Context: an optimization exercise on an open-source flow, tuned for small area, a short achievable clock period and few clock cycles per item. The choices shown serve that exercise and are no tape-out recipe.
Where RTL was checked, it was by simulation tests only, not by an equivalence proof against the original.
No functional check of the RTL was part of run 1.
Power is estimated from default activity; no workload was simulated.

==> flow/design.v <==
package rhc_pkg;
  localparam logic [7:0]  HUE_FULL       = 8'd240;
  typedef enum logic [2:0] {
    REG_HUE_LOW    = 3'd0,
    REG_HUE_HIGH   = 3'd1,
    REG_SAT_LOW    = 3'd2,
    REG_SAT_HIGH   = 3'd3,
    REG_LIGHT_LOW  = 3'd4,
    REG_LIGHT_HIGH = 3'd5
  } cfg_reg_t;
endpackage
module rhc_pipe #(
  parameter int W  = 1,
  parameter bit EN = 1'b1
) (
  input  logic         clk,
  input  logic [W-1:0] d,
  output logic [W-1:0] q
);
  if (EN) begin : g_reg
    always_ff @(posedge clk) q <= d;
  end else begin : g_wire
    assign q = d;
  end
endmodule
module rhc_vpipe #(
  parameter bit EN = 1'b1
) (
  input  logic clk,
  input  logic rst_n,
  input  logic d,
  output logic q
);
  if (EN) begin : g_reg
    always_ff @(posedge clk) begin
      if (!rst_n) q <= 1'b0;
      else        q <= d;
    end
  end else begin : g_wire
    assign q = d;
  end
endmodule
import rhc_pkg::*;
module rgb565_hsl_color_classifier (
  input  logic        clk,
  input  logic        rst_n,
  input  logic        start,
  output logic        busy,
  input  logic [15:0] in_pixel,
  output logic        out_valid,
  output logic [7:0]  out_hue,
  output logic [7:0]  out_lightness,
  output logic [7:0]  out_saturation,
  output logic        out_match,
  input  logic        cfg_we,
  input  logic [2:0]  cfg_index,
  input  logic [15:0] cfg_data
);
  logic [15:0] hue_low_r, hue_high_r;
  logic [7:0]  sat_low_r, sat_high_r, light_low_r, light_high_r;
  always_ff @(posedge clk) begin
    if (!rst_n) begin
      hue_low_r    <= 16'd65496;
      hue_high_r   <= 16'd40;
      sat_low_r    <= 8'd90;
      sat_high_r   <= 8'd180;
      light_low_r  <= 8'd0;
      light_high_r <= 8'd80;
    end else if (cfg_we) begin
      case (cfg_index)
        REG_HUE_LOW:    hue_low_r    <= cfg_data;
        REG_HUE_HIGH:   hue_high_r   <= cfg_data;
        REG_SAT_LOW:    sat_low_r    <= cfg_data[7:0];
        REG_SAT_HIGH:   sat_high_r   <= cfg_data[7:0];
        REG_LIGHT_LOW:  light_low_r  <= cfg_data[7:0];
        REG_LIGHT_HIGH: light_high_r <= cfg_data[7:0];
        default: ;
      endcase
    end
  end
  assign busy = 1'b0;
  logic [5:0] cr, cg, cb;
  assign cr = {in_pixel[15:11], 1'b0};
  assign cg = in_pixel[10:5];
  assign cb = {in_pixel[4:0], 1'b0};
  logic        v1;
  logic [15:0] px_1;
  logic        ge_rg_1, ge_rb_1, ge_gb_1;
  always_ff @(posedge clk) begin
    if (!rst_n) v1 <= 1'b0;
    else        v1 <= start;
  end
  always_ff @(posedge clk) begin
    px_1    <= in_pixel;
    ge_rg_1 <= (cr >= cg);
    ge_rb_1 <= (cr >= cb);
    ge_gb_1 <= (cg >= cb);
  end
  logic [5:0] r_1, g_1, b_1, mx, mn, md;
  logic [1:0] sel_a;    
  logic       neg_a;
  logic [5:0] a_b, d_b;
  logic [6:0] s_b;
  always_comb begin
    r_1 = {px_1[15:11], 1'b0};
    g_1 = px_1[10:5];
    b_1 = {px_1[4:0], 1'b0};
    if (ge_rg_1 && ge_rb_1) begin
      mx = r_1;
      sel_a = ge_gb_1 ? 2'd0 : 2'd1;
      neg_a = !ge_gb_1;
      mn = ge_gb_1 ? b_1 : g_1;
      md = ge_gb_1 ? g_1 : b_1;
    end else if (ge_gb_1) begin
      mx = g_1;
      sel_a = 2'd2;
      neg_a = ge_rb_1 && !(r_1 == b_1);    
      mn = ge_rb_1 ? b_1 : r_1;
      md = ge_rb_1 ? r_1 : b_1;
    end else begin
      mx = b_1;
      sel_a = 2'd3;
      neg_a = !ge_rg_1;                     
      mn = ge_rg_1 ? g_1 : r_1;
      md = ge_rg_1 ? r_1 : g_1;
    end
    a_b = md - mn;
    d_b = mx - mn;
    s_b = {1'b0, mx} + {1'b0, mn};
  end
  logic       v2;
  logic [1:0] sel_2;
  logic       neg_2;
  logic [5:0] a_2, d_2;
  logic [6:0] s_2;
  always_ff @(posedge clk) begin
    if (!rst_n) v2 <= 1'b0;
    else        v2 <= v1;
  end
  always_ff @(posedge clk) begin
    {sel_2, neg_2, a_2, d_2, s_2} <= {sel_a, neg_a, a_b, d_b, s_b};
  end
  logic [8:0]  hnum_c;     
  logic [5:0]  hden_c;
  logic [9:0]  d15_c;      
  logic [11:0] snum_c;     
  logic        sflag_c;    
  logic [7:0]  sden_c;
  always_comb begin
    hnum_c = {1'b0, a_2, 2'b0} + {3'b0, a_2};
    hden_c = {d_2[5:1], d_2[0] | (d_2 == 6'd0)};
    d15_c  = {d_2, 4'b0} - {4'b0, d_2};
    sflag_c = !s_2[6] || (s_2[5:0] == 6'd0);
    sden_c = sflag_c ? {s_2 == 7'd0, s_2} : {~s_2[5:0], 2'b11};
    snum_c = sflag_c ? {2'b0, d15_c} : {d15_c, 2'b0};
  end
  function automatic logic [9:0] sub_bk(input logic [8:0] x, input logic [8:0] y,
                                        input int w);
    logic [8:0] p, pp, gg;
    logic [9:0] r;
    p  = x ^ ~y;
    gg = x;
    pp = p;
    gg[0] = p[0] ? 1'b1 : x[0];     
    for (int i = 1; (1 << i) <= 16; i++) begin
      for (int j = (1 << i) - 1; j < w; j = j + (1 << i)) begin
        gg[j] = pp[j] ? gg[j - (1 << (i - 1))] : gg[j];
        pp[j] = pp[j] & pp[j - (1 << (i - 1))];
      end
    end
    for (int i = 4; i > 0; i--) begin
      for (int j = (1 << i) + (1 << (i - 1)) - 1; j < w; j = j + (1 << i)) begin
        gg[j] = pp[j] ? gg[j - (1 << (i - 1))] : gg[j];
        pp[j] = pp[j] & pp[j - (1 << (i - 1))];
      end
    end
    r = '0;
    r[0] = p[0] ^ 1'b1;
    for (int j = 1; j < w; j++) r[j] = p[j] ^ gg[j-1];
    r[w] = gg[w-1];
    sub_bk = r;
  endfunction
  logic        vr    [9];
  logic [1:0]  selr  [9];
  logic        negr  [9];
  logic        sflr  [9];
  logic [15:0] srem  [9];
  logic [7:0]  sden  [9];
  logic [7:0]  sq    [9];
  logic [11:0] hrem  [9];
  logic [5:0]  hden  [9];
  logic [5:0]  hq    [9];
  always_ff @(posedge clk) begin
    if (!rst_n) vr[0] <= 1'b0;
    else        vr[0] <= v2;
  end
  always_ff @(posedge clk) begin
    selr[0] <= sel_2;
    negr[0] <= neg_2;
    sflr[0] <= sflag_c;
    srem[0][15:4] <= snum_c;
    sden[0] <= sden_c;
    hrem[0][11:3] <= hnum_c;
    hden[0] <= hden_c;
  end
  assign srem[0][3:0] = '0;
  assign hrem[0][2:0] = '0;
  assign sq[0] = '0;
  assign hq[0] = '0;
  logic [7:0] hue_9, light_10;
  logic s_take_a [8];
  for (genvar i = 0; i < 8; i++) begin : g_row
    localparam int SK = 7 - i;
    localparam int HK = 5 - i;
    logic [8:0]  s_top;
    logic [9:0]  s_dif;
    logic        s_take;
    logic [7:0]  s_rem;
    assign s_top  = srem[i][SK+8:SK];
    logic [9:0] s_r;
    assign s_r    = sub_bk(s_top, {1'b0, sden[i]}, 9);
    assign s_dif  = {1'b0, s_r[8:0]};
    assign s_take = s_r[9];
    assign s_take_a[i] = s_take;
    assign s_rem  = s_take ? s_dif[7:0] : s_top[7:0];
    always_ff @(posedge clk) begin
      if (!rst_n) vr[i+1] <= 1'b0;
      else        vr[i+1] <= vr[i];
    end
    always_ff @(posedge clk) begin
      sq[i+1] <= {sq[i][6:0], s_take};
    end
    if (SK > 0) begin : g_scarry
      always_ff @(posedge clk) begin
        selr[i+1] <= selr[i];
        negr[i+1] <= negr[i];
        sflr[i+1] <= sflr[i];
        sden[i+1] <= sden[i];
        srem[i+1][SK+7:SK] <= s_rem;
      end
      if (SK > 4) begin : g_slo
        always_ff @(posedge clk) srem[i+1][SK-1:4] <= srem[i][SK-1:4];
      end
      if (SK > 0) begin : g_slo0
        assign srem[i+1][(SK > 4 ? 4 : SK)-1:0] = '0;
      end
      assign srem[i+1][15:SK+8] = '0;
    end else begin : g_slast
      assign srem[i+1] = '0;
      assign sden[i+1] = '0;
      assign sflr[i+1] = 1'b0;
      assign selr[i+1] = '0;
      assign negr[i+1] = 1'b0;
    end
    if (i < 6) begin : g_hue
      logic [6:0] h_top;
      logic [7:0] h_dif;
      logic       h_take;
      logic [5:0] h_rem;
      assign h_top  = hrem[i][HK+6:HK];
      logic [9:0] h_r;
      assign h_r    = sub_bk({2'b0, h_top}, {3'b0, hden[i]}, 7);
      assign h_dif  = {1'b0, h_r[6:0]};
      assign h_take = h_r[7];
      assign h_rem  = h_take ? h_dif[5:0] : h_top[5:0];
      always_ff @(posedge clk) hq[i+1] <= {hq[i][4:0], h_take};
      if (HK > 0) begin : g_hcarry
        always_ff @(posedge clk) begin
          hden[i+1] <= hden[i];
          hrem[i+1][HK+5:HK] <= h_rem;
        end
        if (HK > 3) begin : g_hlo
          always_ff @(posedge clk) hrem[i+1][HK-1:3] <= hrem[i][HK-1:3];
        end
        assign hrem[i+1][(HK > 3 ? 3 : HK)-1:0] = '0;
        assign hrem[i+1][11:HK+6] = '0;
      end else begin : g_hlast
        assign hrem[i+1] = '0;
        assign hden[i+1] = '0;
      end
    end else begin : g_hue_done
      assign hrem[i+1] = '0;
      assign hden[i+1] = '0;
      assign hq[i+1]   = '0;
    end
  end
  logic [7:0] ofs_h;
  always_comb begin
    case (selr[6])
      2'd0:    ofs_h = 8'd0;
      2'd1:    ofs_h = 8'd240;
      2'd2:    ofs_h = 8'd80;
      default: ofs_h = 8'd160;
    endcase
    hue_9 = negr[6] ? ofs_h - {2'b0, hq[6]} : ofs_h + {2'b0, hq[6]};
  end
  logic [7:0] hue_r9;
  always_ff @(posedge clk) hue_r9 <= hue_9;
  logic [6:0]  s_rec;
  logic [14:0] light_prod;
  logic [7:0]  light_r10;
  always_comb begin
    s_rec = sflr[6] ? sden[6][6:0] : {1'b1, ~sden[6][7:2]};
    light_prod = {s_rec, 8'b0} - {4'b0, s_rec, 4'b0} + {8'b0, s_rec};   
    light_10 = light_prod[14:7];
  end
  always_ff @(posedge clk) light_r10 <= light_10;
  logic [8:0] hue_e, hue_c;
  logic       hue_and;
  logic       lo_hi0, hi_hi0, lo_ff;
  always_comb begin
    lo_hi0 = (hue_low_r[15:8] == 8'h00);
    hi_hi0 = (hue_high_r[15:8] == 8'h00);
    lo_ff  = (hue_low_r[15:8] == 8'hFF);
    if (hue_high_r < hue_low_r) begin
      hue_and = 1'b0;
      hue_c   = hi_hi0 ? {1'b0, hue_high_r[7:0]} : 9'd256;
      hue_e   = (lo_ff && hue_low_r[7:0] >= 8'd15) ? {1'b0, hue_low_r[7:0] - 8'd14} : 9'd0;
    end else begin
      hue_and = hi_hi0 && hue_high_r[7:0] <= 8'd240;
      hue_e   = lo_hi0 ? {1'b0, hue_low_r[7:0]} + 9'd1 : 9'd256;
      if (hi_hi0 && hue_high_r[7:0] <= 8'd240)
        hue_c = {1'b0, hue_high_r[7:0]};
      else if (hue_high_r[15:9] == 7'd0 && hue_high_r[8:0] < 9'd496)
        hue_c = hue_high_r[8:0] - 9'd240;
      else
        hue_c = 9'd256;
    end
  end
  logic [8:0] hue_e_r, hue_c_r;
  logic       hue_and_r;
  always_ff @(posedge clk) begin
    hue_e_r   <= hue_e;
    hue_c_r   <= hue_c;
    hue_and_r <= hue_and;
  end
  logic hue_ge, hue_lt;
  assign hue_ge = {1'b0, hue_r9} >= hue_e_r;
  assign hue_lt = {1'b0, hue_r9} <  hue_c_r;
  logic [7:0] sat_p0, sat_p1;
  logic       sat_ok0, sat_ok1, hue_ok, light_ok, match_m;
  always_comb begin
    sat_p0   = {sq[7][6:0], 1'b0};
    sat_p1   = {sq[7][6:0], 1'b1};
    sat_ok0  = (sat_p0 > sat_low_r) && (sat_p0 < sat_high_r);
    sat_ok1  = (sat_p1 > sat_low_r) && (sat_p1 < sat_high_r);
    hue_ok   = hue_and_r ? (hue_ge && hue_lt) : (hue_ge || hue_lt);
    light_ok = (light_r10 > light_low_r) && (light_r10 < light_high_r);
    match_m  = hue_ok && light_ok && (s_take_a[7] ? sat_ok1 : sat_ok0);
  end
  always_ff @(posedge clk) begin
    out_hue       <= hue_r9;
    out_lightness <= light_r10;
    out_match     <= match_m;
  end
  assign out_saturation = sq[8];
  assign out_valid      = vr[8];
endmodule
==> flow/flow/run.sh <==
#!/bin/bash
set -euo pipefail
bash standard.sh "BUFFER_PORTS_ARGS=-buffer_cell sky130_fd_sc_hd__buf_2" finish > flow_make.log 2>&1
==> flow/standard.sh <==
#!/bin/bash
# synth_recipe.tcl (not shown) runs the flow's synth.tcl, then flattens the netlist and writes it again
# the make line also repeats each setting of config.mk as NAME=value (left out here)
make -C /OpenROAD-flow-scripts/flow DESIGN_CONFIG=/design/flow/config.mk WORK_HOME=/design/flow/orfs CLKGATE_MAP_FILE= SYNTH_SCRIPT=/design/flow/synth_recipe.tcl "${@:-finish}"
==> flow/config.mk <==
export PLATFORM = sky130hd
export DESIGN_NAME = rgb565_hsl_color_classifier
export DESIGN_NICKNAME = rgb565_hsl_color_classifier
export VERILOG_FILES = /design/flow/design.v
export SDC_FILE = /design/flow/constraint.sdc
export NUM_CORES = 4
export LEC_CHECK = 0
export ABC_AREA = 0
export CAP_MARGIN = 20
export CORE_MARGIN = 2
export CORE_UTILIZATION = 40
export CTS_CLUSTER_DIAMETER = 80
export CTS_CLUSTER_SIZE = 28
export PLACE_DENSITY = 0.6
export SETUP_SLACK_MARGIN = 3.7
export SLEW_MARGIN = 20
==> flow/constraint.sdc <==
create_clock -name core_clock -period 6.0 [get_ports {clk}]
set_input_delay 1.2000 -clock core_clock [delete_from_list [all_inputs] [get_ports {clk}]]
set_output_delay 1.2000 -clock core_clock [all_outputs]
set_load 0.01 [all_outputs]
==> results.json, run 1 <==
{
  "p_int_w": 0.00794,
  "hold_path_depth": 0,
  "insertion_delay_ns": 0.60,
  "synth_most_common_cell": "dfxtp_1",
  "power_density_nw_per_um2": 577,
  "tightest_slew_ns": 0.787,
  "async_reset_ff_frac": 0,
  "core_area_sq_um": 46800,
  "start_kind": "register",
  "avgSynthCellArea_sq_um": 9.67,
  "cp_max_fo": 4,
  "end_kind": "register",
  "p_leak_nw": 9.34,
  "ctsHtreeMaxLevel": 1,
  "synth_area_sq_um": 19000,
  "num_vias": 13200,
  "status": "no timing/DRC/antenna violations",
  "antenna_cells": 0,
  "critPathMostFrequentCell": "maj3_2",
  "slew_violations": 0,
  "dp_cells": 2602,
  "drive_gt1_frac": 0.154,
  "finalInstanceArea_sq_um": 21900,
  "clock_path_buffers": 3,
  "p_comb_frac": 0.427,
  "drt_wl_total_um": 35100,
  "r2r-start": "g_row[1].g_hue.h_top[0]$_DFF_P_",
  "p_seq_frac": 0.415,
  "fin_tns_setup_ns": 0,
  "hold_path.class": "reg -> reg",
  "wl_per_cell_um": 13.0,
  "crit_path_cell_trace": "inv_2, ha_4, nor2_4, o21ai_2, maj3_2, maj3_2, maj3_2, maj3_2, a21oi_2, xor2_1",
  "root_buffer": "clkbuf_16",
  "fmax_mhz": 414,
  "nNetsFinal": 2239,
  "netlist_top_cells_area": "dfxtp_1, ha_1, xnor2_1, nand2_1, inv_1",
  "drt_iter0_drc": 594,
  "cts_hold_buf": 0,
  "slowest_delay_ns": 0.38,
  "die_w_um": 222,
  "cts_sinks": 468,
  "cap_violations": 0,
  "synth_top_flop_cell": "dfxtp_1",
  "grt_pass1_vias": 12600,
  "yosysSeqAreaShare": 0.493,
  "rsz0062_at_grt": "true",
  "drc": 0,
  "grt.overflow.total": 0,
  "fin_crit_sh": 0.402,
  "antenna_found_initial": 0,
  "hpwl_um": 25300,
  "drtPass1Iterations": 5,
  "arrival_ns": 2.92,
  "rrSetupSlack_ns": 3.59,
  "synth_common_cells": "dfxtp_1, nand2_1, inv_1, ha_1, xnor2_1",
  "whs_ns": 0.301,
  "ys_types": 63,
  "synth_seq_cells": 468,
  "postLayoutCoreUtil": 0.468,
  "min_to": "sq[3][2]$_DFF_P_",
  "portBuffers": 64,
  "start_util": 0.407,
  "synth_warnings": 51,
  "clk_pin_slew_worst_paths_ns": 0.09,
  "fp-row-count": 79,
  "finClkSkew_ns": 0.0366,
  "crit_slowest_cell": "maj3_2",
  "max_slew_margin": 0.474,
  "synth_fp_nets": 2132,
  "yosysTopAreaCellShare": 0.493,
  "vias_per_cell": 4.90,
  "r2r_cells": 10,
  "vdd.ir_drop.worst_uv": 249,
  "setup_violations": 0,
  "yosysTopAreaCell": "dfxtp_1",
  "fin_cells": 2697,
  "ant_nets": 0,
  "netlist_instances": 1967,
  "period_minus_slack_ns": 2.41,
  "critPathKind": "reg -> reg",
  "synth-edff-count": 0,
  "placed_area_sq_um": 20000,
  "grtUsageTotal": 0.139,
  "min_from": "sq[2][1]$_DFF_P_",
  "gp_congestion": 0.819,
  "switching_share": 0.370,
  "worstPathRequired_ns": 6.51,
  "p_switching_w": 0.00467,
  "pin_count": 66,
  "p_clk_frac": 0.157,
  "final-hold-violation-count": 0,
  "grt_max_degree": 76,
  "dieArea_sq_um": 49300,
  "cts_inserted_buffers": 26,
  "cts_tree": "done",
  "die_h_um": 222,
  "grt_pass1_wl_um": 58400,
  "r2r_end": "g_row[2].g_hue.h_top[2]$_DFF_P_",
  "areaGrowthSynthToFinish_pct": 15.0
}
## worst max-delay path by stage
stage / startpoint / to / slack [ns]
6_report: g_row[1].g_hue.h_top[0]$_DFF_P_ / g_row[2].g_hue.h_top[2]$_DFF_P_ / 3.59
5_1_grt: g_row[1].g_hue.h_top[0]$_DFF_P_ / g_row[2].g_hue.h_top[2]$_DFF_P_ / 3.48
4_1_cts: ge_rg_1$_DFF_P_ / a_2[5]$_DFF_P_ / 3.55
3_5_place_dp: ge_gb_1$_DFF_P_ / a_2[5]$_DFF_P_ / 2.98
3_3_place_gp: ge_gb_1$_DFF_P_ / a_2[5]$_DFF_P_ / 3.13
2_1_floorplan: hrem[0][5]$_DFF_P_ / g_row[1].g_hue.h_top[2]$_DFF_P_ / 3.66
## area by class of cell
class                   count  area [sq um]
clock inverters            18           229
well taps                 607           759
fillers                  4325         24900
multi-input cells        1297          9410
repair buffers            114           751
flip-flops and latches    468          9440
inverters                 167           631
clock buffers              26           651
## sequential cells by signal (all words and copies together), names as in the netlist, 14 cells and up
register and flops:
sden 64, g_row.s_top 51, hden 36, sq 36, g_row.g_hue.h_top 26, srem 23, hq 21, hrem 16
hue_high_r 16, hue_low_r 16, px_1 16, selr 14
## cells by family (layout without fill, tap and decap cells)
logic type / Yosys count / count (layout) / synth area share
and+or+nand+nor: 545 / 545 / 0.136
DFF: 468 / 468 / 0.493
AOI/OAI and AO/OA: 390 / 391 / 0.133
buffers and inverters: 203 / 325 / 0.0403
xor gates and xnor gates: 170 / 170 / 0.0783
adders and majority gates: 152 / 152 / 0.0990
muxes: 38 / 38 / 0.0203
other: 1 / 1 / 0.000197
## repair_timing
action | 4_1_cts | 5_1_grt
endpoints found under the setup margin | 88 | 102
buffers inserted | 16 | 34
gates cloned | 1 | 0
resized for setup | 79 | 93
pin swaps | 28 | 42
## placed cells by master, fill, tap and decap left out, types with 8 or more instances in the layout
cell type / n
a21oi_2: 15
a211oi_1: 8
xor2_1: 65
dfxtp_2: 18
nor3b_1: 12
buf_2: 58
o21ai_0: 58
nand2_1: 206
buf_4: 46
and3_1: 13
nor2_1: 82
nand2_2: 10
ha_1: 115
and2_1: 21
a31oi_1: 13
o31ai_1: 10
dfxtp_1: 438
nand2b_1: 49
a21o_1: 29
maj3_2: 15
inv_2: 11
a21oi_1: 78
clkbuf_16: 26
nor3_1: 26
inv_1: 155
or2_2: 8
dfxtp_4: 12
o211ai_1: 27
nor2b_1: 58
nand3_1: 24
nand4_1: 12
a21boi_0: 42
xnor2_1: 105
buf_6: 8
maj3_1: 11
o21ai_2: 9
mux2i_1: 29
o21ai_1: 11
o21bai_1: 18
## power groups by stage
| stage | clock network [W] | logic [W] | registers, W |
|---|---|---|---|
| floorplan | 0 | 0.00401 | 0.00505 |
| global placement | 0 | 0.00473 | 0.00527 |
| detailed placement | 0 | 0.00486 | 0.00530 |
| CTS | 0.00206 | 0.00510 | 0.00525 |
| global route | 0.00217 | 0.00611 | 0.00542 |
| finish | 0.00198 | 0.00539 | 0.00524 |
## per-layer routing
metal | up-vias | GRT usage | share of wire
met5 | - | 0 | 0
met2 | 199 | 0.254 | 0.50
met4 | 0 | 0.0386 | 0.024
met1 | 6129 | 0.170 | 0.44
li1 | 6830 | - | -
met3 | 59 | 0.0192 | 0.032
## critical path, delay by kind of cell, from the launching register on
kind | cells | cell delay [ns]
flip-flops | 1 | 0.33
buffers and inverters | 1 | 0.04
AO/OA/AOI/OAI | 2 | 0.23
XOR/XNOR | 1 | 0.15
adder cells (fa/ha/maj) | 5 | 1.52
AND/OR/NAND/NOR | 1 | 0.09
## per-stage QoR
stage               worst slack, ns  total power [W]
floorplan                      3.66          0.00906
global placement               3.13           0.0100
detailed placement             2.98           0.0102
CTS                            3.55           0.0124
global route                   3.48           0.0137
finish                         3.59           0.0126
==> inputs of run 2 (changes only) <==
--- a/flow/design.v
+++ b/flow/design.v
@@ -81,2 +81,33 @@
   assign busy = 1'b0;
+  function automatic logic [16:0] add_mx(input logic [15:0] x, input logic [15:0] y,
+                                         input logic ci, input int w);
+    logic [15:0] p, pp, gg;
+    logic [16:0] r;
+    p  = x ^ y;
+    gg = x;
+    pp = p;
+    gg[0] = p[0] ? ci : x[0];
+    for (int i = 1; (1 << i) <= 16; i++) begin
+      for (int j = (1 << i) - 1; j < w; j = j + (1 << i)) begin
+        gg[j] = pp[j] ? gg[j - (1 << (i - 1))] : gg[j];
+        pp[j] = pp[j] & pp[j - (1 << (i - 1))];
+      end
+    end
+    for (int i = 4; i > 0; i--) begin
+      for (int j = (1 << i) + (1 << (i - 1)) - 1; j < w; j = j + (1 << i)) begin
+        gg[j] = pp[j] ? gg[j - (1 << (i - 1))] : gg[j];
+        pp[j] = pp[j] & pp[j - (1 << (i - 1))];
+      end
+    end
+    r = '0;
+    r[0] = p[0] ^ ci;
+    for (int j = 1; j < w; j++) r[j] = p[j] ^ gg[j-1];
+    r[w] = gg[w-1];
+    add_mx = r;
+  endfunction
+  function automatic logic ge_mx(input logic [15:0] x, input logic [15:0] y, input int w);
+    logic [16:0] r;
+    r = add_mx(x, ~y, 1'b1, w);
+    ge_mx = r[w];
+  endfunction
   logic [5:0] cr, cg, cb;
@@ -94,5 +125,5 @@
     px_1    <= in_pixel;
-    ge_rg_1 <= (cr >= cg);
-    ge_rb_1 <= (cr >= cb);
-    ge_gb_1 <= (cg >= cb);
+    ge_rg_1 <= ge_mx(16'(cr), 16'(cg), 6);
+    ge_rb_1 <= ge_mx(16'(cr), 16'(cb), 6);
+    ge_gb_1 <= ge_mx(16'(cg), 16'(cb), 6);
   end
@@ -103,2 +134,3 @@
   logic [6:0] s_b;
+  logic [16:0] t_a, t_d, t_s;
   always_comb begin
@@ -126,5 +158,8 @@
     end
-    a_b = md - mn;
-    d_b = mx - mn;
-    s_b = {1'b0, mx} + {1'b0, mn};
+    t_a = add_mx(16'(md), ~(16'(mn)), 1'b1, 6);
+    t_d = add_mx(16'(mx), ~(16'(mn)), 1'b1, 6);
+    t_s = add_mx(16'(mx), 16'(mn), 1'b0, 6);
+    a_b = t_a[5:0];
+    d_b = t_d[5:0];
+    s_b = t_s[6:0];
   end
@@ -148,6 +183,9 @@
   logic [7:0]  sden_c;
+  logic [16:0] t_h5, t_d15;
   always_comb begin
-    hnum_c = {1'b0, a_2, 2'b0} + {3'b0, a_2};
+    t_h5   = add_mx(16'({a_2, 2'b0}), 16'(a_2), 1'b0, 8);
+    hnum_c = t_h5[8:0];
     hden_c = {d_2[5:1], d_2[0] | (d_2 == 6'd0)};
-    d15_c  = {d_2, 4'b0} - {4'b0, d_2};
+    t_d15  = add_mx(16'({d_2, 4'b0}), ~(16'(d_2)), 1'b1, 10);
+    d15_c  = t_d15[9:0];
     sflag_c = !s_2[6] || (s_2[5:0] == 6'd0);
@@ -156,28 +194,2 @@
   end
-  function automatic logic [9:0] sub_bk(input logic [8:0] x, input logic [8:0] y,
-                                        input int w);
-    logic [8:0] p, pp, gg;
-    logic [9:0] r;
-    p  = x ^ ~y;
-    gg = x;
-    pp = p;
-    gg[0] = p[0] ? 1'b1 : x[0];     
-    for (int i = 1; (1 << i) <= 16; i++) begin
-      for (int j = (1 << i) - 1; j < w; j = j + (1 << i)) begin
-        gg[j] = pp[j] ? gg[j - (1 << (i - 1))] : gg[j];
-        pp[j] = pp[j] & pp[j - (1 << (i - 1))];
-      end
-    end
-    for (int i = 4; i > 0; i--) begin
-      for (int j = (1 << i) + (1 << (i - 1)) - 1; j < w; j = j + (1 << i)) begin
-        gg[j] = pp[j] ? gg[j - (1 << (i - 1))] : gg[j];
-        pp[j] = pp[j] & pp[j - (1 << (i - 1))];
-      end
-    end
-    r = '0;
-    r[0] = p[0] ^ 1'b1;
-    for (int j = 1; j < w; j++) r[j] = p[j] ^ gg[j-1];
-    r[w] = gg[w-1];
-    sub_bk = r;
-  endfunction
   logic        vr    [9];
@@ -220,3 +232,5 @@
     logic [9:0] s_r;
-    assign s_r    = sub_bk(s_top, {1'b0, sden[i]}, 9);
+    logic [16:0] t_s;
+    assign t_s    = add_mx(16'(s_top), ~(16'(sden[i])), 1'b1, 9);
+    assign s_r    = t_s[9:0];
     assign s_dif  = {1'b0, s_r[8:0]};
@@ -261,3 +275,5 @@
       logic [9:0] h_r;
-      assign h_r    = sub_bk({2'b0, h_top}, {3'b0, hden[i]}, 7);
+      logic [16:0] t_h;
+        assign t_h    = add_mx(16'(h_top), ~(16'(hden[i])), 1'b1, 7);
+        assign h_r    = t_h[9:0];
       assign h_dif  = {1'b0, h_r[6:0]};
@@ -286,3 +302,4 @@
   end
-  logic [7:0] ofs_h;
+  logic [7:0]  ofs_h;
+  logic [16:0] t_hue;
   always_comb begin
@@ -294,3 +311,4 @@
     endcase
-    hue_9 = negr[6] ? ofs_h - {2'b0, hq[6]} : ofs_h + {2'b0, hq[6]};
+    t_hue = add_mx(16'(ofs_h), negr[6] ? ~(16'(hq[6])) : 16'(hq[6]), negr[6], 8);
+    hue_9 = t_hue[7:0];
   end
@@ -300,2 +318,3 @@
   logic [14:0] light_prod;
+  logic [16:0] t_l;
   logic [7:0]  light_r10;
@@ -303,3 +322,4 @@
     s_rec = sflr[6] ? sden[6][6:0] : {1'b1, ~sden[6][7:2]};
-    light_prod = {s_rec, 8'b0} - {4'b0, s_rec, 4'b0} + {8'b0, s_rec};   
+    t_l = add_mx(16'({s_rec, 1'b0, s_rec}), ~(16'({s_rec, 4'b0})), 1'b1, 15);
+    light_prod = t_l[14:0];
     light_10 = light_prod[14:7];
@@ -314,3 +334,3 @@
     lo_ff  = (hue_low_r[15:8] == 8'hFF);
-    if (hue_high_r < hue_low_r) begin
+    if (!ge_mx(hue_high_r, hue_low_r, 16)) begin
       hue_and = 1'b0;
@@ -337,4 +357,4 @@
   logic hue_ge, hue_lt;
-  assign hue_ge = {1'b0, hue_r9} >= hue_e_r;
-  assign hue_lt = {1'b0, hue_r9} <  hue_c_r;
+  assign hue_ge =  ge_mx(16'(hue_r9), 16'(hue_e_r), 9);
+  assign hue_lt = !ge_mx(16'(hue_r9), 16'(hue_c_r), 9);
   logic [7:0] sat_p0, sat_p1;
@@ -344,6 +364,7 @@
     sat_p1   = {sq[7][6:0], 1'b1};
-    sat_ok0  = (sat_p0 > sat_low_r) && (sat_p0 < sat_high_r);
-    sat_ok1  = (sat_p1 > sat_low_r) && (sat_p1 < sat_high_r);
+    sat_ok0  = !ge_mx(16'(sat_low_r), 16'(sat_p0), 8) && !ge_mx(16'(sat_p0), 16'(sat_high_r), 8);
+    sat_ok1  = !ge_mx(16'(sat_low_r), 16'(sat_p1), 8) && !ge_mx(16'(sat_p1), 16'(sat_high_r), 8);
     hue_ok   = hue_and_r ? (hue_ge && hue_lt) : (hue_ge || hue_lt);
-    light_ok = (light_r10 > light_low_r) && (light_r10 < light_high_r);
+    light_ok = !ge_mx(16'(light_low_r), 16'(light_r10), 8) &&
+               !ge_mx(16'(light_r10), 16'(light_high_r), 8);
     match_m  = hue_ok && light_ok && (s_take_a[7] ? sat_ok1 : sat_ok0);
--- a/flow/config.mk
+++ b/flow/config.mk
@@ -7,3 +7,3 @@
 export LEC_CHECK = 0
-export ABC_AREA = 0
+export ABC_AREA = 1
 export CAP_MARGIN = 20
@@ -14,3 +14,3 @@
 export PLACE_DENSITY = 0.6
-export SETUP_SLACK_MARGIN = 3.7
+export SETUP_SLACK_MARGIN = 3.6
 export SLEW_MARGIN = 20
==> results.json, run 2 <==
{
  "status": "no timing/DRC/antenna violations",
  "grt.overflow.total": 0,
  "clk_pin_slew_worst_paths_ns": 0.11,
  "synth_most_common_cell": "nand2_1",
  "cp_max_fo": 1,
  "synth_top_flop_cell": "dfxtp_1",
  "cts_inserted_buffers": 23,
  "tightest_slew_ns": 0.788,
  "p_leak_nw": 10.2,
  "synth-edff-count": 0,
  "async_reset_ff_frac": 0,
  "ant_nets": 0,
  "start_kind": "register",
  "start_util": 0.405,
  "avgSynthCellArea_sq_um": 7.70,
  "setup_violations": 0,
  "synth_seq_cells": 468,
  "grtUsageTotal": 0.144,
  "hpwl_um": 27700,
  "cts_hold_buf": 0,
  "fin_tns_setup_ns": 0,
  "grt_use_met2": 0.269,
  "fmax_mhz": 443,
  "dp_cells": 3146,
  "top_register": "sden",
  "p_total_w": 0.0120,
  "ctsHtreeMaxLevel": 1,
  "num_vias": 15000,
  "crit_slowest_cell": "dfxtp_1",
  "max_slew_margin": 0.474,
  "setup_ws_ns": 3.74,
  "pin_count": 66,
  "end_kind": "primary output",
  "cp_num_buf_inv": 1,
  "grt_max_degree": 76,
  "layout_commonest_cell": "nand2_1",
  "layout_common_cells": "nand2_1, dfxtp_1, inv_1, nor2_1, o21ai_0",
  "slew_violations": 0,
  "gr-usage-met3": 0.0197,
  "synth_area_sq_um": 19300,
  "drc": 0,
  "yosysTopAreaCellShare": 0.486,
  "yosysTopAreaCell": "dfxtp_1",
  "fill_cells": 4643,
  "cp_top_family": "flip-flops",
  "die_h_um": 224,
  "cts_sinks": 468,
  "drive_gt1_frac": 0.0768,
  "cap_violations": 0,
  "pre_cts_ws_ns": 3.07,
  "antenna_cells": 0,
  "root_buffer": "clkbuf_16",
  "slowest_delay_ns": 0.35,
  "die_w_um": 224,
  "arrival_ns": 1.06,
  "yosysSeqAreaShare": 0.486,
  "synth_warnings": 51,
  "gp_congestion": 0.858,
  "nNetsFinal": 2623,
  "fin_cells": 3180,
  "hold_path.class": "reg -> reg",
  "power_density_nw_per_um2": 575,
  "post_cts_buffers": 0,
  "rsz0062_at_grt": "false",
  "dieArea_sq_um": 50000,
  "clock_path_buffers": 3,
  "final-hold-violation-count": 0,
  "wl_per_cell_um": 11.5,
  "postLayoutCoreUtil": 0.438,
  "insertion_delay_ns": 0.55,
  "largest_register_ffs": 64,
  "synth_fp_nets": 2573,
  "grt_use_met1": 0.171,
  "ys_types": 57,
  "grt_pass1_vias": 13900,
  "vias_per_cell": 4.71,
  "areaGrowthSynthToFinish_pct": 8.27,
  "grt_pass1_wl_um": 61600,
  "drt_wl_total_um": 36600,
  "drt_iter0_drc": 769,
  "netlist_instances": 2506,
  "portBuffers": 64,
  "drtPass1Iterations": 7,
  "fin_crit_sh": 0.377,
  "synth_common_cells": "nand2_1, dfxtp_1, inv_1, nor2_1, o21ai_0",
  "period_minus_slack_ns": 2.26,
  "core_area_sq_um": 47600,
  "fp-row-count": 80,
  "vdd.ir_drop.worst_uv": 248,
  "antenna_found_initial": 1,
  "worstPathRequired_ns": 4.80,
  "cts_tree": "done",
  "critPathKind": "reg -> out",
  "finClkSkew_ns": 0.0268,
  "grt-busiest-layer": "met2",
  "crit_path_cell_trace": "buf_2",
  "netlist_top_cells_area": "dfxtp_1, nand2_1, inv_1, nor2_1, o21ai_0"
}
run 2: kinds of logic after synthesis:
| group | Yosys count | synth area share |
|---|---|---|
| and+or+nand+nor | 1040 | 0.226 |
| adders and majority gates | 39 | 0.0239 |
| muxes | 1 | 0.000519 |
| buffers and inverters | 441 | 0.0908 |
| AOI/OAI and AO/OA | 402 | 0.120 |
| xor gates and xnor gates | 114 | 0.0521 |
| other | 1 | 0.000194 |
| DFF | 468 | 0.486 |
run 2: final timing paths:
kind                              startpoint                         endpoint  slack, ns  cells after the start
min reg2reg               srem[1][5]$_DFF_P_        g_row[2].s_top[0]$_DFF_P_       0.32                      0
max reg2reg  g_row[1].g_hue.h_top[0]$_DFF_P_  g_row[2].g_hue.h_top[1]$_DFF_P_       3.83                      9
max                        out_match$_DFF_P_                        out_match       3.74                      1
min                       srem[1][5]$_DFF_P_        g_row[2].s_top[0]$_DFF_P_       0.32                      0
run 2: metrics by stage:
stage | cell area [sq um] | hold WS [ns]
floorplan | 19300 | 0.310
global placement | 20100 | 0.310
detailed placement | 20100 | 0.312
CTS | 20900 | 0.325
global route | 20900 | 0.334
finish | 20900 | 0.320
run 2: what timing repair did:
| item | 4_1_cts | 5_1_grt |
|---|---|---|
| gates cloned | 0 | 0 |
| gates resized for setup | 1 | 6 |
| setup endpoints to repair | 4 | 20 |
run 2: area by class of cell:
type	instances	area, sq um	area share
Multi-Input combinational cell	1597	8180	0.392
Clock buffer	25	603	0.0289
Clock inverter	9	120	0.00575
Inverter	401	1510	0.0722
Tap cell	615	769	0.0368
Timing Repair Buffer	65	330	0.0158
Sequential cell	468	9380	0.449
run 2: where the power goes:
part           internal [W]  switching (W)
combinational       0.00202        0.00319
sequential          0.00434       0.000694
clock              0.000759        0.00101
total               0.00712        0.00489
run 2: layer usage:
layer  wire length, um  part of all wire
met1             16500              0.45
met2             18100              0.49
met3              1090             0.030
met4               920             0.025
met5                12           0.00033
Testbench counts of run 2, summed over its fixed seeds: cycles 24,088, pixels 24,000.
==> inputs of run 3 (changes only) <==
--- a/flow/config.mk
+++ b/flow/config.mk
@@ -14,3 +14,3 @@
 export PLACE_DENSITY = 0.6
-export SETUP_SLACK_MARGIN = 3.6
+export SETUP_SLACK_MARGIN = 3.8
 export SLEW_MARGIN = 20
==> results.json, run 3 <==
{
  "ant_nets": 0,
  "drt_wl_total_um": 36900,
  "finClkSkew_ns": 0.0297,
  "drc": 0,
  "ys_types": 57,
  "slowest_delay_ns": 0.34,
  "r2r-start": "ge_gb_1$_DFF_P_",
  "largest_register_ffs": 64,
  "avgSynthCellArea_sq_um": 7.70,
  "dieArea_sq_um": 50000,
  "antenna_cells": 0,
  "fp-row-count": 80,
  "vias_per_cell": 4.72,
  "cp_top_family": "flip-flops",
  "cts_sinks": 468,
  "cts_tree": "done",
  "max_slew_margin": 0.551,
  "vdd.ir_drop.worst_uv": 248,
  "cts_inserted_buffers": 23,
  "slew_violations": 0,
  "status": "no timing/DRC/antenna violations",
  "grt_pass1_wl_um": 61700,
  "hpwl_um": 27700,
  "yosysTopAreaCell": "dfxtp_1",
  "die_h_um": 224,
  "fin_tns_setup_ns": 0,
  "synth-edff-count": 0,
  "final-hold-violation-count": 0,
  "pin_count": 66,
  "insertion_delay_ns": 0.55,
  "pre_cts_ws_ns": 3.07,
  "clock_path_buffers": 3,
  "synth_top_flop_cell": "dfxtp_1",
  "num_vias": 15000,
  "antenna_found_initial": 1,
  "core_area_sq_um": 47600,
  "setup_ws_ns": 3.77,
  "synth_seq_cells": 468,
  "cts_hold_buf": 0,
  "end_kind": "primary output",
  "layout_common_cells": "nand2_1, dfxtp_1, inv_1, nor2_1, o21ai_0",
  "areaGrowthSynthToFinish_pct": 8.92,
  "rsz0062_at_grt": "true",
  "drtPass1Iterations": 5,
  "min_from": "srem[1][5]$_DFF_P_",
  "clk_pin_slew_worst_paths_ns": 0.11,
  "start_kind": "register",
  "root_buffer": "clkbuf_16",
  "cp_max_fo": 1,
  "netlist_instances": 2506,
  "layout_commonest_cell": "nand2_1",
  "r2r_cells": 16,
  "p_leak_nw": 10.2,
  "fin_crit_sh": 0.372,
  "synth_most_common_cell": "nand2_1",
  "netlist_top_cells_area": "dfxtp_1, nand2_1, inv_1, nor2_1, o21ai_0",
  "power_density_nw_per_um2": 575,
  "crit_slowest_cell": "dfxtp_2",
  "period_minus_slack_ns": 2.23,
  "drive_gt1_frac": 0.0838,
  "critPathKind": "reg -> out",
  "drt_iter0_drc": 729,
  "wl_per_cell_um": 11.6,
  "synth_common_cells": "nand2_1, dfxtp_1, inv_1, nor2_1, o21ai_0",
  "ctsHtreeMaxLevel": 1,
  "grt.overflow.total": 0,
  "hold_path_depth": 0,
  "hold_path.class": "reg -> reg",
  "grt_max_degree": 76,
  "portBuffers": 64,
  "start_util": 0.405,
  "gp_congestion": 0.858,
  "cap_violations": 0,
  "crit_start": "out_match$_DFF_P_",
  "grt_pass1_vias": 14000,
  "cp_num_buf_inv": 1,
  "die_w_um": 224,
  "grtUsageTotal": 0.144,
  "worstPathRequired_ns": 4.80,
  "nNetsFinal": 2625,
  "synth_fp_nets": 2573,
  "yosysSeqAreaShare": 0.486,
  "async_reset_ff_frac": 0,
  "arrival_ns": 1.03,
  "yosysTopAreaCellShare": 0.486,
  "crit_path_cell_trace": "buf_6",
  "setup_violations": 0,
  "synth_warnings": 51,
  "cp.depth": 1,
  "top_register": "sden",
  "fmax_mhz": 448,
  "tightest_slew_ns": 0.673,
  "synth_area_sq_um": 19300
}
## run 3: cell counts after synthesis
Identical to the previous run, type by type.
## run 3: routing by layer
| layer | GRT usage | up-vias | wire [um] |
|---|---|---|---|
| met5 | 0 | - | 12 |
| met4 | 0.0411 | 2 | 895 |
| met3 | 0.0198 | 52 | 1190 |
| met2 | 0.269 | 220 | 18300 |
| met1 | 0.171 | 6797 | 16500 |
| li1 | - | 7959 | - |
## run 3: cell type report
type	instances	area (sq um)
Inverter	401	1510
Clock buffer	25	603
Timing Repair Buffer	66	400
Timing Repair inverter	1	7.51
Fill cell	4634	26600
Multi-Input combinational cell	1597	8220
Tap cell	615	769
Clock inverter	9	120
Sequential cell	468	9390
## run 3: stage by stage
| step | power [W] | hold WS (ns) | utilization | cells | instance area (sq um) |
|---|---|---|---|---|---|
| final | 0.0121 | 0.322 | 0.441 | 3182 | 21000 |
| after global routing | 0.0133 | 0.334 | 0.441 | 3182 | 21000 |
| after CTS | 0.0122 | 0.325 | 0.440 | 3180 | 20900 |
| after detailed placement | 0.0103 | 0.312 | 0.423 | 3146 | 20100 |
| after global placement | 0.0101 | 0.310 | 0.423 | 3146 | 20100 |
| after floorplan | 0.00921 | 0.310 | - | 2506 | 19300 |
## run 3: worst paths after layout
kind | to | slack (ns)
worst min-delay path | g_row[2].s_top[0]$_DFF_P_ | 0.32
worst min register to register | g_row[2].s_top[0]$_DFF_P_ | 0.32
worst max-delay path | out_match | 3.77
worst max register to register | a_2[5]$_DFF_P_ | 3.86
## run 3: logic make-up (layout without fill, tap and decap cells)
kind of cell,count (synthesis),in the layout,share of synthesized area
AOI/OAI and AO/OA,402,402,0.120
xor gates and xnor gates,114,114,0.0521
adders and majority gates,39,39,0.0239
buffers and inverters,441,502,0.0908
DFF,468,468,0.486
muxes,1,1,0.000519
other,1,1,0.000194
and+or+nand+nor,1040,1040,0.226
## run 3: power by group
group / switching (W) / leakage (nW) / total, W / internal, W
registers: 0.000704 / 3.91 / 0.00505 / 0.00435
logic: 0.00321 / 5.96 / 0.00528 / 0.00206
clock network: 0.00101 / 0.352 / 0.00177 / 0.000759
## run 3: repair_timing
| action | CTS | global route |
|---|---|---|
| hold endpoints to repair | 0 | 0 |
| cloned | 0 | 1 |
| resized for setup | 19 | 20 |
| endpoints found under the setup margin | 46 | 65 |
| buffers inserted | 0 | 1 |
==> inputs of run 4 (changes only) <==
--- a/flow/config.mk
+++ b/flow/config.mk
@@ -14,3 +14,3 @@
 export PLACE_DENSITY = 0.6
-export SETUP_SLACK_MARGIN = 3.8
+export SETUP_SLACK_MARGIN = 3.7
 export SLEW_MARGIN = 20
==> results.json, run 4 <==
{
  "pre_cts_ws_ns": 3.07,
  "yosysTopAreaCellShare": 0.486,
  "p_leak_nw": 10.2,
  "slew_violations": 0,
  "fmax_mhz": 442,
  "hold_path_depth": 0,
  "ys_types": 57,
  "clock_path_buffers": 3,
  "worstPathRequired_ns": 4.80,
  "synth_common_cells": "nand2_1, dfxtp_1, inv_1, nor2_1, o21ai_0",
  "setup_violations": 0,
  "max_slew_margin": 0.544,
  "largest_register_ffs": 64,
  "wl_per_cell_um": 11.6,
  "grt_pass1_wl_um": 61700,
  "antenna_cells": 0,
  "netlist_instances": 2506,
  "die_h_um": 224,
  "synth_fp_nets": 2573,
  "avgSynthCellArea_sq_um": 7.70,
  "synth_top_flop_cell": "dfxtp_1",
  "hpwl_um": 27700,
  "ant_nets": 0,
  "period_minus_slack_ns": 2.26,
  "hold_path.class": "reg -> reg",
  "synth_seq_cells": 468,
  "grt_pass1_vias": 14000,
  "root_buffer": "clkbuf_16",
  "gp_congestion": 0.858,
  "grtUsageTotal": 0.144,
  "finClkSkew_ns": 0.0303,
  "cp_max_fo": 1,
  "synth-edff-count": 0,
  "drive_gt1_frac": 0.0787,
  "min_from": "srem[1][5]$_DFF_P_",
  "crit_start": "out_match$_DFF_P_",
  "fill_cells": 4642,
  "cts_inserted_buffers": 23,
  "r2r_cells": 16,
  "pin_count": 66,
  "insertion_delay_ns": 0.56,
  "start_util": 0.405,
  "fin_crit_sh": 0.377,
  "die_w_um": 224,
  "nNetsFinal": 2624,
  "num_vias": 15000,
  "arrival_ns": 1.06,
  "areaGrowthSynthToFinish_pct": 8.44,
  "portBuffers": 64,
  "tightest_slew_ns": 0.683,
  "top_register": "sden",
  "cp.depth": 1,
  "fin_tns_setup_ns": 0,
  "grt_max_degree": 76,
  "layout_common_cells": "nand2_1, dfxtp_1, inv_1, nor2_1, o21ai_0",
  "setup_ws_ns": 3.74,
  "drt_iter0_drc": 759,
  "status": "no timing/DRC/antenna violations",
  "yosysTopAreaCell": "dfxtp_1",
  "cts_hold_buf": 0,
  "synth_most_common_cell": "nand2_1",
  "final-hold-violation-count": 0,
  "dieArea_sq_um": 50000,
  "crit_path_cell_trace": "buf_2",
  "synth_area_sq_um": 19300,
  "drt_wl_total_um": 36800,
  "synth_warnings": 51,
  "antenna_found_initial": 1,
  "async_reset_ff_frac": 0,
  "start_kind": "register",
  "clk_pin_slew_worst_paths_ns": 0.11,
  "rsz0062_at_grt": "false",
  "power_density_nw_per_um2": 575,
  "critPathKind": "reg -> out",
  "cp_top_family": "flip-flops",
  "core_area_sq_um": 47600,
  "ctsHtreeMaxLevel": 1,
  "cap_violations": 0,
  "vias_per_cell": 4.72,
  "r2r-start": "ge_rb_1$_DFF_P_",
  "netlist_top_cells_area": "dfxtp_1, nand2_1, inv_1, nor2_1, o21ai_0",
  "end_kind": "primary output",
  "p_total_w": 0.0120,
  "cts_sinks": 468,
  "grt.overflow.total": 0,
  "cp_num_buf_inv": 1,
  "fp-row-count": 80,
  "drtPass1Iterations": 6,
  "slowest_delay_ns": 0.35,
  "vdd.ir_drop.worst_uv": 248,
  "crit_slowest_cell": "dfxtp_1",
  "layout_commonest_cell": "nand2_1",
  "cts_tree": "done",
  "drc": 0,
  "yosysSeqAreaShare": 0.486
}
run 4: cell counts after synthesis:
Identical to the previous run, type by type.
run 4: layout make-up:
type                       instances  area [sq um]  share of cell area
tap                              615           769              0.0368
clock inverter                     9           120             0.00574
timing repair inverter             1          7.51            0.000359
inverter                         401          1510              0.0724
sequential                       468          9380               0.448
multi-input combinational       1597          8200               0.392
clock buffer                      25           603              0.0288
timing repair buffer              65           330              0.0158
run 4: report_power, final:
group          total [W]  switching (W)  internal [W]
combinational    0.00523        0.00321       0.00202
sequential       0.00503       0.000696       0.00434
clock            0.00177        0.00101      0.000759
run 4: logic make-up after synthesis:
kind of cell,Yosys count,share of synthesized area
xor gates and xnor gates,114,0.0521
other,1,0.000194
adders and majority gates,39,0.0239
muxes,1,0.000519
AOI/OAI and AO/OA,402,0.120
and+or+nand+nor,1040,0.226
DFF,468,0.486
buffers and inverters,441,0.0908
run 4: timing repair:
item,in CTS,in global routing
gates resized for setup,3,12
setup endpoints to repair,10,18
hold endpoints to repair,0,0
setup buffers,0,0
gates cloned,0,1
run 4: per-layer routing:
| layer | routed length, um | GRT usage | up-vias |
|---|---|---|---|
| met5 | 12 | 0 | - |
| met4 | 967 | 0.0411 | 2 |
| met3 | 1190 | 0.0197 | 58 |
| met2 | 18100 | 0.269 | 211 |
| met1 | 16500 | 0.171 | 6783 |
| li1 | - | - | 7956 |
run 4: final timing paths:
check	to	slack, ns
hold / removal	g_row[2].s_top[0]$_DFF_P_	0.32
hold reg to reg	g_row[2].s_top[0]$_DFF_P_	0.32
setup / recovery	out_match	3.74
setup reg to reg	a_2[5]$_DFF_P_	3.90
run 4: through the flow:
step	hold WS, ns	cell area [sq um]	util	std cells
final	0.322	20900	0.439	3181
after global routing	0.334	20900	0.439	3181
after CTS	0.325	20900	0.438	3180
after detailed placement	0.312	20100	0.423	3146
after global placement	0.310	20100	0.423	3146
after floorplan	0.310	19300	-	2506
==> inputs of run 5 (changes only) <==
--- a/flow/config.mk
+++ b/flow/config.mk
@@ -10,7 +10,7 @@
 export CORE_MARGIN = 2
-export CORE_UTILIZATION = 40
+export CORE_UTILIZATION = 65
 export CTS_CLUSTER_DIAMETER = 80
 export CTS_CLUSTER_SIZE = 28
-export PLACE_DENSITY = 0.6
-export SETUP_SLACK_MARGIN = 3.7
+export PLACE_DENSITY = 0.75
+export SETUP_SLACK_MARGIN = 3.8
 export SLEW_MARGIN = 20
==> results.json, run 5 <==
{
  "layout_commonest_cell": "nand2_1",
  "worstPathRequired_ns": 4.80,
  "ant_nets": 0,
  "cts_hold_buf": 0,
  "synth_warnings": 51,
  "cp_max_fo": 1,
  "synth_area_sq_um": 19300,
  "synth_fp_nets": 2573,
  "netlist_instances": 2506,
  "gp_congestion": 0.874,
  "max_slew_margin": 0.560,
  "nNetsFinal": 2624,
  "finClkSkew_ns": 0.0165,
  "setup_ws_ns": 3.81,
  "min_to": "sq[7][3]$_DFF_P_",
  "top_register": "sden",
  "status": "no timing/DRC/antenna violations",
  "hold_path_depth": 0,
  "core_area_sq_um": 29400,
  "hpwl_um": 26800,
  "slowest_delay_ns": 0.34,
  "finalInstanceArea_sq_um": 20600,
  "hold_path.class": "reg -> reg",
  "tightest_slew_ns": 0.659,
  "synth_seq_cells": 468,
  "wl_per_cell_um": 12.0,
  "dieArea_sq_um": 31100,
  "r2r-start": "ge_rb_1$_DFF_P_",
  "end_kind": "primary output",
  "layout_common_cells": "nand2_1, dfxtp_1, inv_1, nor2_1, o21ai_0",
  "rrSetupSlack_ns": 3.91,
  "pre_cts_ws_ns": 3.08,
  "die_w_um": 176,
  "yosysTopAreaCellShare": 0.486,
  "cts_sinks": 468,
  "yosysTopAreaCell": "dfxtp_1",
  "synth_top_flop_cell": "dfxtp_1",
  "yosysSeqAreaShare": 0.486,
  "vias_per_cell": 5.05,
  "fmax_mhz": 458,
  "crit_slowest_cell": "dfxtp_2",
  "die_h_um": 176,
  "drive_gt1_frac": 0.0808,
  "avgSynthCellArea_sq_um": 7.70,
  "r2r_cells": 16,
  "grt_pass1_vias": 14100,
  "p_leak_nw": 10.2,
  "largest_register_ffs": 64,
  "netlist_top_cells_area": "dfxtp_1, nand2_1, inv_1, nor2_1, o21ai_0",
  "vdd.ir_drop.worst_uv": 308,
  "fill_cells": 2447,
  "postLayoutCoreUtil": 0.702,
  "rsz0062_at_grt": "true",
  "critPathKind": "reg -> out",
  "fin_tns_setup_ns": 0,
  "ctsHtreeMaxLevel": 1,
  "drt_iter0_drc": 798,
  "fp-row-count": 63,
  "num_vias": 14900,
  "drt_wl_total_um": 35400,
  "setup_violations": 0,
  "ys_types": 57,
  "drc": 0,
  "power_density_nw_per_um2": 577,
  "areaGrowthSynthToFinish_pct": 7.01,
  "cts_inserted_buffers": 21,
  "clk_pin_slew_worst_paths_ns": 0.11,
  "antenna_found_initial": 0,
  "cp_num_buf_inv": 1,
  "r2r_end": "a_2[5]$_DFF_P_",
  "arrival_ns": 0.99,
  "grtUsageTotal": 0.228,
  "grt_pass1_wl_um": 60300,
  "min_from": "sq[6][2]$_DFF_P_",
  "antenna_cells": 0,
  "root_buffer": "clkbuf_16",
  "slew_violations": 0,
  "fin_crit_sh": 0.364,
  "final-hold-violation-count": 0,
  "portBuffers": 64,
  "clock_path_buffers": 3,
  "synth_most_common_cell": "nand2_1",
  "start_kind": "register",
  "start_util": 0.656,
  "cp_top_family": "flip-flops",
  "pin_count": 66,
  "period_minus_slack_ns": 2.19,
  "grt_max_degree": 76,
  "synth-edff-count": 0,
  "cts_tree": "done",
  "async_reset_ff_frac": 0,
  "synth_common_cells": "nand2_1, dfxtp_1, inv_1, nor2_1, o21ai_0",
  "p_total_w": 0.0119,
  "cap_violations": 0,
  "crit_path_cell_trace": "buf_6",
  "grt.overflow.total": 0,
  "drtPass1Iterations": 7,
  "insertion_delay_ns": 0.53,
  "placed_area_sq_um": 19900
}
[run 5: per-stage QoR]
step | instances | hold WS [ns]
6_report | 2952 | 0.324
5_1_grt | 2952 | 0.337
4_1_cts | 2949 | 0.331
3_5_place_dp | 2921 | 0.312
3_3_place_gp | 2921 | 0.311
2_1_floorplan | 2506 | 0.310
[run 5: timing repair]
item,4_1_cts,5_1_grt
endpoints found under the setup margin,24,66
setup buffers,0,2
pin swaps,0,0
resized for setup,14,25
gates cloned,0,1
[run 5: logic make-up after synthesis]
family          synth area share
buf+inv                   0.0908
xor+xnor                  0.0521
simple gates               0.226
mux                     0.000519
compound gates             0.120
other cells             0.000194
fa+ha+maj                 0.0239
flops                      0.486
[run 5: metal layers]
layer,part of all wire,vias up,track usage
met1,0.44,6652,0.278
li1,-,7958,-
met2,0.50,253,0.427
met4,0.021,0,0.0603
met5,0,-,0
met3,0.035,55,0.0226
[run 5: power breakdown]
part           switching [W]  internal (W)  total, W
Combinational        0.00318       0.00206   0.00524
Sequential          0.000706       0.00435   0.00505
Clock               0.000908      0.000719   0.00163
[run 5: cell type report]
type / instances / area, sq um / share of cell area
multi-input cells: 1597 / 8220 / 0.398
clock buffers: 23 / 553 / 0.0268
inverters: 401 / 1510 / 0.0733
clock inverters: 5 / 72.6 / 0.00351
repair inverters: 1 / 7.51 / 0.000364
flip-flops and latches: 468 / 9390 / 0.455
repair buffers: 67 / 408 / 0.0198
well taps: 390 / 488 / 0.0236
[run 5: worst max path at each step]
stage | startpoint | to | slack (ns) | cells past startpoint
after global routing | ge_rb_1$_DFF_P_ | a_2[5]$_DFF_P_ | 3.70 | 16
after CTS | ge_gb_1$_DFF_P_ | a_2[5]$_DFF_P_ | 3.75 | 16
after global placement | cfg_we | sat_low_r[7]$_SDFFE_PN0P_ | 3.15 | 8
after detailed placement | cfg_index[2] | sat_low_r[5]$_SDFFE_PN0P_ | 3.08 | 7
after floorplan | cfg_we | sat_high_r[3]$_SDFFE_PN0P_ | 3.59 | 7
final | out_hue[0]$_DFF_P_ | out_hue[0] | 3.81 | 1
==> inputs of run 6 (changes only) <==
--- a/flow/config.mk
+++ b/flow/config.mk
@@ -10,6 +10,6 @@
 export CORE_MARGIN = 2
-export CORE_UTILIZATION = 65
+export CORE_UTILIZATION = 78
 export CTS_CLUSTER_DIAMETER = 80
 export CTS_CLUSTER_SIZE = 28
-export PLACE_DENSITY = 0.75
+export PLACE_DENSITY = 0.88
 export SETUP_SLACK_MARGIN = 3.8
==> results.json, run 6 <==
{
  "gp_congestion": 0.926,
  "dieArea_sq_um": 26000,
  "synth_top_flop_cell": "dfxtp_1",
  "ys_types": 57,
  "p_clk_frac": 0.125,
  "vias_per_cell": 5.41,
  "async_reset_ff_frac": 0,
  "slew_violations": 0,
  "crit_path_cell_trace": "buf_2",
  "p_switching_w": 0.00495,
  "netlist_instances": 2506,
  "cts_sinks": 468,
  "arrival_ns": 0.98,
  "grt_use_met2": 0.554,
  "grt_use_met1": 0.330,
  "yosysTopAreaCellShare": 0.486,
  "critPathKind": "reg -> out",
  "drt_iter0_drc": 1023,
  "num_vias": 15600,
  "drt_wl_total_um": 37800,
  "fmax_mhz": 458,
  "start_kind": "register",
  "finClkSkew_ns": 0.00993,
  "nNetsFinal": 2622,
  "fin_cells": 2879,
  "die_h_um": 161,
  "fp-row-count": 57,
  "rsz0062_at_grt": "true",
  "grt.overflow.total": 0,
  "yosysTopAreaCell": "dfxtp_1",
  "top_register": "sden",
  "p_total_w": 0.0120,
  "layout_commonest_cell": "nand2_1",
  "cp.depth": 1,
  "cp_top_family": "flip-flops",
  "fin_tns_setup_ns": 0,
  "r2r_end": "a_2[5]$_DFF_P_",
  "synth_fp_nets": 2573,
  "cts_hold_buf": 0,
  "p_seq_frac": 0.423,
  "period_minus_slack_ns": 2.18,
  "gr-usage-met3": 0.0336,
  "grt-busiest-layer": "met2",
  "max_slew_margin": 0.557,
  "drc": 0,
  "dp_cells": 2855,
  "cap_violations": 0,
  "synth_area_sq_um": 19300,
  "synth_warnings": 51,
  "cp_num_buf_inv": 1,
  "final-hold-violation-count": 0,
  "r2r-start": "ge_rb_1$_DFF_P_",
  "grt_pass1_wl_um": 63600,
  "crit_slowest_cell": "dfxtp_1",
  "setup_ws_ns": 3.82,
  "status": "no timing/DRC/antenna violations",
  "worstPathRequired_ns": 4.80,
  "start_util": 0.793,
  "vdd.ir_drop.worst_uv": 468,
  "min_from": "sq[6][3]$_DFF_P_",
  "yosysSeqAreaShare": 0.486,
  "synth_common_cells": "nand2_1, dfxtp_1, inv_1, nor2_1, o21ai_0",
  "drive_gt1_frac": 0.0806,
  "ctsHtreeMaxLevel": 1,
  "fin_crit_sh": 0.364,
  "netlist_top_cells_area": "dfxtp_1, nand2_1, inv_1, nor2_1, o21ai_0",
  "avgSynthCellArea_sq_um": 7.70,
  "clock_path_buffers": 3,
  "switching_share": 0.412,
  "cp_max_fo": 1,
  "pin_count": 66,
  "slowest_delay_ns": 0.33,
  "areaGrowthSynthToFinish_pct": 6.18,
  "root_buffer": "clkbuf_16",
  "synth_most_common_cell": "nand2_1",
  "p_comb_frac": 0.451,
  "synth-edff-count": 0,
  "cts_tree": "done",
  "pre_cts_ws_ns": 3.06,
  "core_area_sq_um": 24300,
  "layout_common_cells": "nand2_1, dfxtp_1, inv_1, nor2_1, o21ai_0",
  "drtPass1Iterations": 5,
  "r2r_cells": 16,
  "synth_seq_cells": 468,
  "ant_nets": 0,
  "portBuffers": 64,
  "antenna_found_initial": 0,
  "hpwl_um": 27700,
  "insertion_delay_ns": 0.52,
  "largest_register_ffs": 64,
  "cts_inserted_buffers": 20,
  "clk_pin_slew_worst_paths_ns": 0.11,
  "crit_start": "out_lightness[2]$_DFF_P_",
  "grt_max_degree": 76,
  "p_int_w": 0.00705,
  "rrSetupSlack_ns": 3.95,
  "wl_per_cell_um": 13.1,
  "setup_violations": 0,
  "die_w_um": 161,
  "tightest_slew_ns": 0.664,
  "cp-endpoint": "out_lightness[2]",
  "fill_cells": 1480,
  "grt_pass1_vias": 15000,
  "hold_path.class": "reg -> reg",
  "p_leak_nw": 10.1,
  "grtUsageTotal": 0.288,
  "power_density_nw_per_um2": 586,
  "antenna_cells": 0,
  "end_kind": "primary output"
}
## run 6: cell families (layout without fill, tap and decap cells)
| kind of cell | count (synthesis) | count (layout) | share of synthesized area |
|---|---|---|---|
| mux | 1 | 1 | 0.000519 |
| simple gates | 1040 | 1040 | 0.226 |
| other cells | 1 | 1 | 0.000194 |
| buf+inv | 441 | 490 | 0.0908 |
| flops | 468 | 468 | 0.486 |
| compound gates | 402 | 402 | 0.120 |
| fa+ha+maj | 39 | 39 | 0.0239 |
| xor+xnor | 114 | 114 | 0.0521 |
## run 6: layout make-up
cell class	count	area [sq um]	area share
multi-input cells	1597	8220	0.401
clock inverters	1	8.76	0.000428
repair inverters	1	7.51	0.000366
inverters	401	1510	0.0739
flip-flops and latches	468	9400	0.459
well taps	324	405	0.0198
clock buffers	21	526	0.0257
repair buffers	66	413	0.0202
## run 6: what timing repair did
action,4_1_cts,5_1_grt
gates resized for setup,8,39
setup endpoints to repair,24,56
gates cloned,0,1
buffers inserted,0,1
## run 6: layer usage
| metal | part of all wire | vias to the layer above |
|---|---|---|
| met1 | 0.40 | 7066 |
| met3 | 0.046 | 102 |
| li1 | - | 7973 |
| met2 | 0.52 | 428 |
| met4 | 0.031 | 0 |
| met5 | 0 | - |
## run 6: worst min-delay path by stage
| stage | endpoint | slack (ns) | cells past startpoint |
|---|---|---|---|
| global placement | sflr[4]$_DFF_P_ | 0.31 | 0 |
| floorplan | g_row[1].g_hue.h_top[0]$_DFF_P_ | 0.31 | 0 |
| detailed placement | negr[4]$_DFF_P_ | 0.31 | 0 |
| finish | sq[7][4]$_DFF_P_ | 0.33 | 0 |
| CTS | sq[7][4]$_DFF_P_ | 0.33 | 0 |
| global route | sflr[6]$_DFF_P_ | 0.33 | 0 |
## run 6: power by group through the flow
stage | Clock (W) | Sequential [W] | Combinational, W
after floorplan | 0 | 0.00491 | 0.00430
after global placement | 0 | 0.00507 | 0.00489
after CTS | 0.00153 | 0.00506 | 0.00532
after detailed placement | 0 | 0.00512 | 0.00523
after global routing | 0.00164 | 0.00521 | 0.00620
final | 0.00151 | 0.00508 | 0.00542
## run 6: metrics by stage
| step | area (sq um) | hold WS, ns | utilization |
|---|---|---|---|
| floorplan | 19300 | 0.310 | - |
| global placement | 19800 | 0.310 | 0.814 |
| detailed placement | 19800 | 0.312 | 0.814 |
| CTS | 20300 | 0.332 | 0.837 |
| global route | 20500 | 0.333 | 0.842 |
| finish | 20500 | 0.329 | 0.842 |
==> inputs of run 7 (changes only) <==
--- a/flow/config.mk
+++ b/flow/config.mk
@@ -10,6 +10,6 @@
 export CORE_MARGIN = 2
-export CORE_UTILIZATION = 78
+export CORE_UTILIZATION = 70
 export CTS_CLUSTER_DIAMETER = 80
 export CTS_CLUSTER_SIZE = 28
-export PLACE_DENSITY = 0.88
+export PLACE_DENSITY = 0.8
 export SETUP_SLACK_MARGIN = 3.8
==> results.json, run 7 <==
{
  "status": "no timing/DRC/antenna violations",
  "drt_iter0_drc": 979,
  "p_seq_frac": 0.426,
  "async_reset_ff_frac": 0,
  "cap_violations": 0,
  "p_clk_frac": 0.132,
  "dp_cells": 2872,
  "netlist_top_cells_area": "dfxtp_1, nand2_1, inv_1, nor2_1, o21ai_0",
  "drive_gt1_frac": 0.0820,
  "synth_top_flop_cell": "dfxtp_1",
  "portBuffers": 64,
  "synth_area_sq_um": 19300,
  "p_int_w": 0.00710,
  "hold_path.class": "reg -> reg",
  "rsz0062_at_grt": "true",
  "max_slew_margin": 0.531,
  "crit_slowest_cell": "dfxtp_1",
  "crit_path_cell_trace": "buf_2",
  "postLayoutCoreUtil": 0.761,
  "finClkSkew_ns": 0.0193,
  "p_switching_w": 0.00481,
  "tightest_slew_ns": 0.698,
  "final-hold-violation-count": 0,
  "clk_pin_slew_worst_paths_ns": 0.10,
  "dieArea_sq_um": 28900,
  "drc": 0,
  "wl_per_cell_um": 12.4,
  "yosysSeqAreaShare": 0.486,
  "fin_tns_setup_ns": 0,
  "fin_crit_sh": 0.363,
  "root_buffer": "clkbuf_16",
  "ctsHtreeMaxLevel": 1,
  "arrival_ns": 0.98,
  "start_util": 0.714,
  "areaGrowthSynthToFinish_pct": 6.58,
  "ys_types": 57,
  "largest_register_ffs": 64,
  "antenna_cells": 0,
  "synth_seq_cells": 468,
  "die_w_um": 170,
  "cp_top_family": "flip-flops",
  "ant_nets": 0,
  "synth_warnings": 51,
  "worstPathRequired_ns": 4.80,
  "netlist_instances": 2506,
  "cp_max_fo": 1,
  "clock_path_buffers": 3,
  "cp_num_buf_inv": 1,
  "die_h_um": 170,
  "synth_fp_nets": 2573,
  "yosysTopAreaCellShare": 0.486,
  "hpwl_um": 26900,
  "grt_pass1_wl_um": 61000,
  "fp-row-count": 60,
  "insertion_delay_ns": 0.53,
  "period_minus_slack_ns": 2.18,
  "switching_share": 0.404,
  "synth_most_common_cell": "nand2_1",
  "fmax_mhz": 459,
  "layout_common_cells": "nand2_1, dfxtp_1, inv_1, nor2_1, o21ai_0",
  "slew_violations": 0,
  "cts_inserted_buffers": 20,
  "cts_sinks": 468,
  "antenna_found_initial": 0,
  "fin_cells": 2903,
  "whs_ns": 0.332,
  "synth-edff-count": 0,
  "start_kind": "register",
  "grt_pass1_vias": 14100,
  "pin_count": 66,
  "num_vias": 15100
}
[run 7: cell counts after synthesis]
No cell type changed its count.
[run 7: worst paths after layout]
kind,from,slack (ns),cells after the start,end
min,hq[4][2]$_DFF_P_,0.33,0,hq[5][3]$_DFF_P_
max,out_lightness[4]$_DFF_P_,3.82,1,out_lightness[4]
min reg2reg,hq[4][2]$_DFF_P_,0.33,0,hq[5][3]$_DFF_P_
max reg2reg,ge_rb_1$_DFF_P_,3.92,16,a_2[5]$_DFF_P_
[run 7: timing repair]
action / CTS / global route
buffers inserted: 0 / 6
gates resized for setup: 6 / 33
hold buffers: 0 / 0
gates cloned: 0 / 1
setup endpoints to repair: 23 / 60
[run 7: per-layer routing]
metal	global-route usage	vias to the layer above	routed length (um)
met2	0.470	297	18100
met5	0	-	0
met3	0.0274	65	1460
li1	-	7946	-
met1	0.306	6822	15800
met4	0.0639	0	751
[run 7: power groups by stage]
| stage | sequential [W] | clock (W) | combinational, W |
|---|---|---|---|
| 2_1_floorplan | 0.00491 | 0 | 0.00430 |
| 3_3_place_gp | 0.00508 | 0 | 0.00492 |
| 3_5_place_dp | 0.00512 | 0 | 0.00517 |
| 4_1_cts | 0.00505 | 0.00162 | 0.00521 |
| 5_1_grt | 0.00520 | 0.00173 | 0.00611 |
| 6_report | 0.00507 | 0.00158 | 0.00526 |
[run 7: kinds of logic (layout without fill, tap and decap cells)]
kind of cell | after synthesis | in the layout | synth area share
and+or+nand+nor | 1040 | 1040 | 0.226
DFF | 468 | 468 | 0.486
buffers and inverters | 441 | 497 | 0.0908
AOI/OAI and AO/OA | 402 | 402 | 0.120
xor gates and xnor gates | 114 | 114 | 0.0521
adders and majority gates | 39 | 39 | 0.0239
other | 1 | 1 | 0.000194
muxes | 1 | 1 | 0.000519
[run 7: metrics by stage]
step                      area [sq um]  worst slack (ns)  total power (W)
after floorplan                  19300              3.59          0.00921
after global placement           19800              3.12           0.0100
after detailed placement         19800              3.02           0.0103
after CTS                        20400              3.72           0.0119
after global routing             20600              3.71           0.0130
final                            20600              3.82           0.0119
[run 7: layout make-up]
cell class	count	area, sq um
Timing Repair inverter	1	7.51
Inverter	401	1520
Multi-Input combinational cell	1597	8210
Sequential cell	468	9390
Tap cell	341	427
Fill cell	2068	6460
Clock buffer	23	553
Timing Repair Buffer	71	425
Clock inverter	1	30.0

Setup slack of run 7, layout unchanged: 3.823 ns with ideal ports, 3.774 ns with driving cells assumed (clock clkbuf_16, inputs buf_2), 3.325 ns with port delays also shifted by the 0.573 ns mid clock arrival.
